Context: an optimization exercise on an open-source flow, tuned for small area, a short achievable clock period and few clock cycles per item. The choices shown serve that exercise and are no tape-out recipe. In this exercise RTL edits were held to simulation tests only and were not proved equivalent to the original. Power figures rest on the tool's default switching activity, not on a simulated workload.

==> job 8019 <==
## proc_mc
module proc_mc
#(
    parameter  int BUSW   = 32,
    parameter  int RWORDS = 16,
    parameter  int IMMW   = 12,
    parameter  int PSRW   = 5,
    localparam int RINDW  = $clog2(RWORDS)
) (
    input  logic             clk,
    input  logic             rst,
    input  logic             in_valid,
    output logic             in_ready,
    input  logic [3:0]       opcode,
    input  logic             src_is_imm,
    input  logic [IMMW-1:0]  src_op,
    input  logic [RINDW-1:0] dst_op,
    output logic [BUSW-1:0]  res,
    output logic             res_valid,
    output logic [PSRW-1:0]  status,
    output logic             br_taken,
    output logic             halted,
    output logic             illegal
);
clock: 9.0 ns
lec_check: 0
abc_clock_period_in_ps: 3000
cap_margin: 20
core_margin: 2
core_utilization: 40
cts_cluster_diameter: 100
cts_cluster_size: 22
setup_slack_margin: 5
slew_margin: 20
standard.sh (not shown) runs the stock make flow with config.mk's settings and CLKGATE_MAP_FILE= SYNTH_SCRIPT=/design/flow/synth_recipe.tcl, a recipe that flattens the netlist after the stock synthesis.
==> flow/flow/run.sh <==
#!/bin/bash
# Standard ORFS layout, with repair_timing aiming for more setup slack.
set -euo pipefail
bash standard.sh SETUP_SLACK_MARGIN=6 finish > standard.log 2>&1
==> job 8246: changes against job 8019 <==
--- a/flow/design.v
+++ b/flow/design.v
@@ -116,19 +116,17 @@
     logic [RINDW-1:0] w_dst_q;
     logic [BUSW-1:0]  w_r_q;
     logic [BUSW-1:0]  alu_res;
     logic             alu_c;
     logic d_ld, d_str, d_bra, d_xor, d_add, d_rot, d_shf, d_hlt, d_cmp, d_ill;
     logic d_wr, d_upd, d_x_reg, d_y_reg;
     logic d_cnt_zero, d_cnt_pos, d_big;
     logic [RINDW-1:0] d_sidx;
-    logic [BUSW-1:0]  d_xb, d_yb, d_x, d_y;
-    logic [RWORDS-1:0] d_x_sel, d_y_sel;
-    logic             d_x_w, d_y_w;
+    logic [BUSW-1:0]  d_xrf, d_yrf, d_xb, d_yb, d_x, d_y;
     logic d_x_fe, d_y_fe;
     always_comb begin
         d_ld  = (a_op_q == OP_LD);
         d_str = (a_op_q == OP_STR);
         d_bra = (a_op_q == OP_BRA);
         d_xor = (a_op_q == OP_XOR);
         d_add = (a_op_q == OP_ADD);
         d_rot = (a_op_q == OP_ROT);
@@ -140,28 +138,28 @@
         d_upd = d_wr | d_str;
         d_x_reg = d_str | d_xor | d_add | d_rot | d_shf;
         d_y_reg = (d_ld | d_xor | d_add | d_cmp) & ~a_imm_q;
         d_cnt_zero = (a_src_q == '0);
         d_cnt_pos  = ~a_src_q[IMMW-1] & ~d_cnt_zero;
         d_big      = a_src_q[IMMW-1] ? ((a_src_q[IMMW-2:5] != '1) | (a_src_q[4:0] == '0))
                                      : (a_src_q[IMMW-2:5] != '0);
         d_sidx = a_src_q[RINDW-1:0];
-        d_x_w = d_x_reg & w_v_q & w_wr_q & (w_dst_q == a_dst_q);
-        d_y_w = d_y_reg & w_v_q & w_wr_q & (w_dst_q == d_sidx);
+        d_xrf  = '0;
+        d_yrf  = '0;
         for (int r = 0; r < RWORDS; r++) begin
-            d_x_sel[r] = d_x_reg & ~d_x_w & rfv_q[r] & (a_dst_q == RINDW'(r));
-            d_y_sel[r] = d_y_reg & ~d_y_w & rfv_q[r] & (d_sidx  == RINDW'(r));
-        end
-        d_xb = {BUSW{d_x_w}} & w_r_q | {BUSW{d_cmp}};
-        d_yb = {BUSW{d_y_w}} & w_r_q | ({BUSW{(d_ld | d_xor | d_add | d_cmp) & a_imm_q}} & BUSW'(a_src_q));
-        for (int r = 0; r < RWORDS; r++) begin
-            d_xb = d_xb | ({BUSW{d_x_sel[r]}} & rf_q[r]);
-            d_yb = d_yb | ({BUSW{d_y_sel[r]}} & rf_q[r]);
-        end
+            d_xrf = d_xrf | ({BUSW{rfv_q[r] & (a_dst_q == RINDW'(r))}} & rf_q[r]);
+            d_yrf = d_yrf | ({BUSW{rfv_q[r] & (d_sidx  == RINDW'(r))}} & rf_q[r]);
+        end
+        if (d_x_reg)      d_xb = (w_v_q & w_wr_q & (w_dst_q == a_dst_q)) ? w_r_q : d_xrf;
+        else if (d_cmp)   d_xb = '1;
+        else              d_xb = '0;
+        if (d_y_reg)      d_yb = (w_v_q & w_wr_q & (w_dst_q == d_sidx)) ? w_r_q : d_yrf;
+        else if ((d_ld | d_xor | d_add | d_cmp)) d_yb = BUSW'(a_src_q);
+        else              d_yb = '0;
         d_x_fe = d_x_reg & e_v_q & e_wr_q & (e_dst_q == a_dst_q);
         d_y_fe = d_y_reg & e_v_q & e_wr_q & (e_dst_q == d_sidx);
         d_x = d_x_fe ? alu_res : d_xb;
         d_y = d_y_fe ? alu_res : d_yb;
     end
     always_ff @(posedge clk or posedge rst) begin
         if (rst) begin
             e_v_q <= 1'b0;
==> flow/flow/run.sh (replaced) <==
#!/bin/bash
# Standard ORFS layout, with repair_timing aiming for more setup slack.
set -euo pipefail
bash standard.sh SETUP_SLACK_MARGIN=7 finish > standard.log 2>&1
==> flow/config.mk (replaced) <==
export PLATFORM = sky130hd
export DESIGN_NAME = proc_mc
export DESIGN_NICKNAME = proc_mc
export VERILOG_FILES = /design/flow/design.v
export SDC_FILE = /design/flow/constraint.sdc
export NUM_CORES = 4
export LEC_CHECK = 0
export ABC_CLOCK_PERIOD_IN_PS = 3000
export CAP_MARGIN = 20
export CORE_MARGIN = 2
export CORE_UTILIZATION = 40
export SETUP_SLACK_MARGIN = 5
export SLEW_MARGIN = 20
==> job 5063: changes against job 8019 <==
==> flow/design.v (replaced) <==
package proc_pkg;
    localparam logic [3:0] OP_NOP = 4'd0;
    localparam logic [3:0] OP_LD  = 4'd1;
    localparam logic [3:0] OP_STR = 4'd2;
    localparam logic [3:0] OP_BRA = 4'd3;
    localparam logic [3:0] OP_XOR = 4'd4;
    localparam logic [3:0] OP_ADD = 4'd5;
    localparam logic [3:0] OP_ROT = 4'd6;
    localparam logic [3:0] OP_SHF = 4'd7;
    localparam logic [3:0] OP_HLT = 4'd8;
    localparam logic [3:0] OP_CMP = 4'd9;
    localparam logic [2:0] BR_ALWAYS = 3'd0;
    localparam logic [2:0] BR_P      = 3'd1;
    localparam logic [2:0] BR_E      = 3'd2;
    localparam logic [2:0] BR_C      = 3'd3;
    localparam logic [2:0] BR_N      = 3'd4;
    localparam logic [2:0] BR_Z      = 3'd5;
    localparam logic [2:0] BR_NC     = 3'd6;
    localparam logic [2:0] BR_GT     = 3'd7;
    localparam int PSR_C = 0;
    localparam int PSR_P = 1;
    localparam int PSR_E = 2;
    localparam int PSR_N = 3;
    localparam int PSR_Z = 4;
endpackage
module proc_alu (
    input  logic [31:0] x,         
    input  logic [31:0] y,         
    input  logic        sel_add,   
    input  logic        sel_sh,    
    input  logic [4:0]  k,         
    input  logic        m_all,     
    input  logic        m_zero,    
    input  logic        m_pos,     
    input  logic        c_en,      
    output logic [31:0] result,
    output logic        carry
);
    logic [31:0] p, g, pp, gg, gn, pn;
    logic [31:0] addx;
    logic        cout;
    logic [31:0] rot;
    logic [63:0] dbl;
    logic [31:0] mask;
    always_comb begin
        p  = x ^ y;
        g  = x & y & {32{sel_add}};
        gg = g;
        pp = p;
        for (int d = 1; d < 32; d = d * 2) begin
            for (int i = 0; i < 32; i++) begin
                if ((i & d) != 0) begin
                    gn[i] = gg[i] | (pp[i] & gg[(i & ~(2*d-1)) + d - 1]);
                    pn[i] = pp[i] & pp[(i & ~(2*d-1)) + d - 1];
                end else begin
                    gn[i] = gg[i];
                    pn[i] = pp[i];
                end
            end
            gg = gn;
            pp = pn;
        end
        addx = p ^ {gg[30:0], 1'b0};
        cout = gg[31];
        dbl = {x, x} << k;
        rot = dbl[63:32];
        for (int i = 0; i < 32; i++) begin
            mask[i] = m_all | (~m_zero & (m_pos ? (5'(i) >= k) : (5'(i) < k)));
        end
        if (sel_sh) result = rot & mask;
        else        result = addx;
        if (sel_sh) carry = c_en & (m_pos ? rot[0] : rot[31]);
        else        carry = cout;
    end
endmodule
import proc_pkg::*;
module proc_mc
#(
    parameter  int BUSW   = 32,
    parameter  int RWORDS = 16,
    parameter  int IMMW   = 12,
    parameter  int PSRW   = 5,
    localparam int RINDW  = $clog2(RWORDS)
) (
    input  logic             clk,
    input  logic             rst,
    input  logic             in_valid,
    output logic             in_ready,
    input  logic [3:0]       opcode,
    input  logic             src_is_imm,
    input  logic [IMMW-1:0]  src_op,
    input  logic [RINDW-1:0] dst_op,
    output logic [BUSW-1:0]  res,
    output logic             res_valid,
    output logic [PSRW-1:0]  status,
    output logic             br_taken,
    output logic             halted,
    output logic             illegal
);
    logic [RWORDS-1:0][BUSW-1:0] rf_q;
    logic             hlt_q;
    logic             a_v_q;
    logic [3:0]       a_op_q;
    logic             a_imm_q;
    logic [IMMW-1:0]  a_src_q;
    logic [RINDW-1:0] a_dst_q;
    logic             acc;
    logic             a_x_e_q, a_y_e_q, a_x_w_q, a_y_w_q, a_x_rf_q, a_y_rf_q, a_y_imm_q;
    assign in_ready = ~hlt_q;
    assign acc      = in_valid & ~hlt_q;
    always_ff @(posedge clk or posedge rst) begin
        if (rst) begin
            hlt_q     <= 1'b0;
            a_v_q     <= 1'b0;
        end else begin
            if (acc && opcode == OP_HLT) hlt_q <= 1'b1;
            a_v_q     <= acc;
        end
    end
    always_ff @(posedge clk) begin
        a_op_q  <= opcode;
        a_imm_q <= src_is_imm;
        a_src_q <= src_op;
        a_dst_q <= dst_op;
    end
    logic             e_v_q, e_wr_q, e_upd_q, e_bra_q, e_ill_q;
    logic [2:0]       e_cond_q;
    logic [RINDW-1:0] e_dst_q;
    logic [BUSW-1:0]  e_x_q, e_y_q;
    logic             e_add_q, e_sh_q, e_mall_q, e_mzero_q, e_mpos_q, e_cen_q;
    logic [4:0]       e_k_q;
    logic             w_v_q, w_wr_q, w_upd_q, w_bra_q, w_ill_q, w_c_q;
    logic [2:0]       w_cond_q;
    logic [RINDW-1:0] w_dst_q;
    logic [BUSW-1:0]  w_r_q;
    logic [BUSW-1:0]  alu_res;
    logic             alu_c;
    logic d_ld, d_str, d_bra, d_xor, d_add, d_rot, d_shf, d_cmp, d_ill;
    logic d_wr, d_upd;
    logic d_cnt_zero, d_cnt_pos, d_big;
    logic [RINDW-1:0] d_sidx;
    logic [BUSW-1:0]  d_xb, d_yb, d_x, d_y;
    logic [RWORDS-1:0] d_x_sel, d_y_sel;
    always_comb begin
        d_ld  = (a_op_q == OP_LD);
        d_str = (a_op_q == OP_STR);
        d_bra = (a_op_q == OP_BRA);
        d_xor = (a_op_q == OP_XOR);
        d_add = (a_op_q == OP_ADD);
        d_rot = (a_op_q == OP_ROT);
        d_shf = (a_op_q == OP_SHF);
        d_cmp = (a_op_q == OP_CMP);
        d_ill = (a_op_q >= 4'd10);
        d_wr  = d_ld | d_xor | d_add | d_rot | d_shf | d_cmp;
        d_upd = d_wr | d_str;
        d_cnt_zero = (a_src_q == '0);
        d_cnt_pos  = ~a_src_q[IMMW-1] & ~d_cnt_zero;
        d_big      = a_src_q[IMMW-1] ? ((a_src_q[IMMW-2:5] != '1) | (a_src_q[4:0] == '0))
                                     : (a_src_q[IMMW-2:5] != '0);
        d_sidx = a_src_q[RINDW-1:0];
        for (int r = 0; r < RWORDS; r++) begin
            d_x_sel[r] = a_x_rf_q & (a_dst_q == RINDW'(r));
            d_y_sel[r] = a_y_rf_q & (d_sidx  == RINDW'(r));
        end
        d_xb = {BUSW{a_x_w_q}} & w_r_q | {BUSW{d_cmp}};
        d_yb = {BUSW{a_y_w_q}} & w_r_q | ({BUSW{a_y_imm_q}} & BUSW'(a_src_q));
        for (int r = 0; r < RWORDS; r++) begin
            d_xb = d_xb | ({BUSW{d_x_sel[r]}} & rf_q[r]);
            d_yb = d_yb | ({BUSW{d_y_sel[r]}} & rf_q[r]);
        end
        d_x = a_x_e_q ? alu_res : d_xb;
        d_y = a_y_e_q ? alu_res : d_yb;
    end
    logic i_x_reg, i_y_reg, i_y_src, i_x_e, i_y_e, i_x_w, i_y_w;
    always_comb begin
        i_x_reg = (opcode == OP_STR) | (opcode == OP_XOR) | (opcode == OP_ADD) |
                  (opcode == OP_ROT) | (opcode == OP_SHF);
        i_y_src = (opcode == OP_LD) | (opcode == OP_XOR) | (opcode == OP_ADD) |
                  (opcode == OP_CMP);
        i_y_reg = i_y_src & ~src_is_imm;
        i_x_e   = i_x_reg & a_v_q & d_wr & (a_dst_q == dst_op);
        i_y_e   = i_y_reg & a_v_q & d_wr & (a_dst_q == src_op[RINDW-1:0]);
        i_x_w   = i_x_reg & e_v_q & e_wr_q & (e_dst_q == dst_op);
        i_y_w   = i_y_reg & e_v_q & e_wr_q & (e_dst_q == src_op[RINDW-1:0]);
    end
    always_ff @(posedge clk) begin
        a_x_e_q   <= i_x_e;
        a_y_e_q   <= i_y_e;
        a_x_w_q   <= i_x_w;
        a_y_w_q   <= i_y_w;
        a_x_rf_q  <= i_x_reg & ~i_x_w;
        a_y_rf_q  <= i_y_reg & ~i_y_w;
        a_y_imm_q <= i_y_src & src_is_imm;
    end
    always_ff @(posedge clk or posedge rst) begin
        if (rst) begin
            e_v_q <= 1'b0;
        end else begin
            e_v_q <= a_v_q;
        end
    end
    always_ff @(posedge clk) begin
        e_wr_q    <= d_wr;
        e_upd_q   <= d_upd;
        e_bra_q   <= d_bra;
        e_ill_q   <= d_ill;
        e_cond_q  <= a_src_q[2:0];
        e_dst_q   <= a_dst_q;
        e_x_q     <= d_x;
        e_y_q     <= d_y;
        e_add_q   <= d_add;
        e_sh_q    <= d_rot | d_shf;
        e_k_q     <= a_src_q[4:0];
        e_mall_q  <= ~d_shf | d_cnt_zero;
        e_mzero_q <= d_big;
        e_mpos_q  <= d_cnt_pos;
        e_cen_q   <= ~d_cnt_zero & ~(d_shf & d_big);
    end
    proc_alu u_alu (
        .x       (e_x_q),
        .y       (e_y_q),
        .sel_add (e_add_q),
        .sel_sh  (e_sh_q),
        .k       (e_k_q),
        .m_all   (e_mall_q),
        .m_zero  (e_mzero_q),
        .m_pos   (e_mpos_q),
        .c_en    (e_cen_q),
        .result  (alu_res),
        .carry   (alu_c)
    );
    always_ff @(posedge clk or posedge rst) begin
        if (rst) begin
            w_v_q <= 1'b0;
        end else begin
            w_v_q <= e_v_q;
        end
    end
    always_ff @(posedge clk) begin
        w_wr_q   <= e_wr_q;
        w_upd_q  <= e_upd_q;
        w_bra_q  <= e_bra_q;
        w_ill_q  <= e_ill_q;
        w_cond_q <= e_cond_q;
        w_dst_q  <= e_dst_q;
        w_r_q    <= alu_res;
        w_c_q    <= alu_c;
    end
    logic [4:0] psr_q, w_flags, w_psr;
    logic       w_cond;
    logic       o_v_q, o_br_q, o_ill_q, halted_q;
    logic [BUSW-1:0] o_res_q;
    always_comb begin
        w_flags        = '0;
        w_flags[PSR_C] = w_c_q;
        w_flags[PSR_P] = ~^w_r_q;
        w_flags[PSR_E] = ~w_r_q[0];
        w_flags[PSR_N] = w_r_q[BUSW-1];
        w_flags[PSR_Z] = (w_r_q == '0);
        w_psr = w_upd_q ? w_flags : psr_q;
        case (w_cond_q)
            BR_ALWAYS: w_cond = 1'b1;
            BR_P:      w_cond = psr_q[PSR_P];
            BR_E:      w_cond = psr_q[PSR_E];
            BR_C:      w_cond = psr_q[PSR_C];
            BR_N:      w_cond = psr_q[PSR_N];
            BR_Z:      w_cond = psr_q[PSR_Z];
            BR_NC:     w_cond = ~psr_q[PSR_C];
            default:   w_cond = ~psr_q[PSR_N] & ~psr_q[PSR_Z];
        endcase
    end
    always_ff @(posedge clk or posedge rst) begin
        if (rst) begin
            psr_q    <= '0;
            o_v_q    <= 1'b0;
            halted_q <= 1'b0;
        end else begin
            o_v_q <= w_v_q;
            if (hlt_q && w_v_q && !e_v_q && !a_v_q) halted_q <= 1'b1;
            if (w_v_q) begin
                psr_q <= w_psr;
            end
        end
    end
    for (genvar r = 0; r < RWORDS; r++) begin : g_rf
        always_ff @(posedge clk) begin
            if (rst || (w_v_q && w_wr_q && (w_dst_q == RINDW'(r))))
                rf_q[r] <= rst ? '0 : w_r_q;
        end
    end
    always_ff @(posedge clk) begin
        o_res_q <= w_r_q;
        o_br_q  <= w_bra_q & w_cond;
        o_ill_q <= w_ill_q;
    end
    assign res       = o_res_q;
    assign res_valid = o_v_q;
    assign status    = PSRW'(psr_q);
    assign br_taken  = o_br_q;
    assign illegal   = o_ill_q;
    assign halted    = halted_q;
endmodule
==> flow/flow/run.sh (replaced) <==
#!/bin/bash
# Standard ORFS layout, with repair_timing aiming for more setup slack and a
# shorter H-tree wire segment unit for clock tree synthesis.
set -euo pipefail
bash standard.sh SETUP_SLACK_MARGIN=6.3 \
  "CTS_ARGS=-sink_clustering_enable -repair_clock_nets -sink_clustering_size 22 -sink_clustering_max_diameter 100 -wire_unit 5" \
  finish > standard.log 2>&1
==> summary of the runs <==
- Between job 8246 and job 5063, the lower utilization is in job 5063 (gap 5.5 points).
- Between job 8019 and job 8246, the lower maximum frequency is in job 8019 (gap about 2.4%, measured against job 8246).
- Of job 8019 and job 8246, job 8246 has the higher die area (gap about 2.5%, measured against job 8246).
- Between job 8246 and job 5063, the lower worst setup slack is in job 8246 (gap 0.038 ns).
- Of job 8246 and job 5063, job 8246 has the higher power (gap about 6%, measured against job 5063).
- Of job 8246 and job 8019, job 8019 has the higher clock skew (gap 0.018 ns).
- Against job 5063, the combinational power of job 8246 is smaller by 29%.
- The highest design area belongs to job 8246, the lowest to job 5063.
- Job 5063 completed without violations. Job 8019 passed the timing, design-rule and antenna checks. Job 8246 ran to the end with no violations.
- In job 5063 the wire length is lower than in job 8019, by about 8%.
- Synthesized cell count: job 8246 > job 8019 > job 5063.
Testbench counts of job 8019, summed over its fixed seeds: cycles 16,032, items 16,000.
Testbench counts of job 8246, summed over its fixed seeds: cycles 16,032, items 16,000.
Testbench counts of job 5063, summed over its fixed seeds: cycles 16,032, items 16,000.

re-timing with driven ports:
In the flow no input, the clock included, has a driving cell. The finished layouts below were timed again as built, in two steps. Step 1, drivers: a clkbuf_16 drives clk and a buf_2 each remaining input, both assumed. Step 2, shift: input delay + t, output delay - t, t = (earliest + latest rising clock arrival at the registers) / 2. This alone moves slack from input paths to output paths. Slacks: no drivers / after step 1 / after step 2; pairs: no drivers / after step 1.
| run | t, ns | setup slack, ns | worst setup path after step 2 |
|---|---|---|---|
| job 8019 | 0.693 | 5.951 / 5.943 / 5.951 | register to register |
| job 8246 | 0.703 | 6.023 / 5.956 / 6.186 | register to register |
| job 5063 | 0.624 | 6.061 / 5.996 / 5.763 | input to register |
After both steps every run listed still meets setup and hold. For job 5063, which loses most, drivers alone change the setup slack by -0.065 ns; drivers and shift together by -0.298 ns.
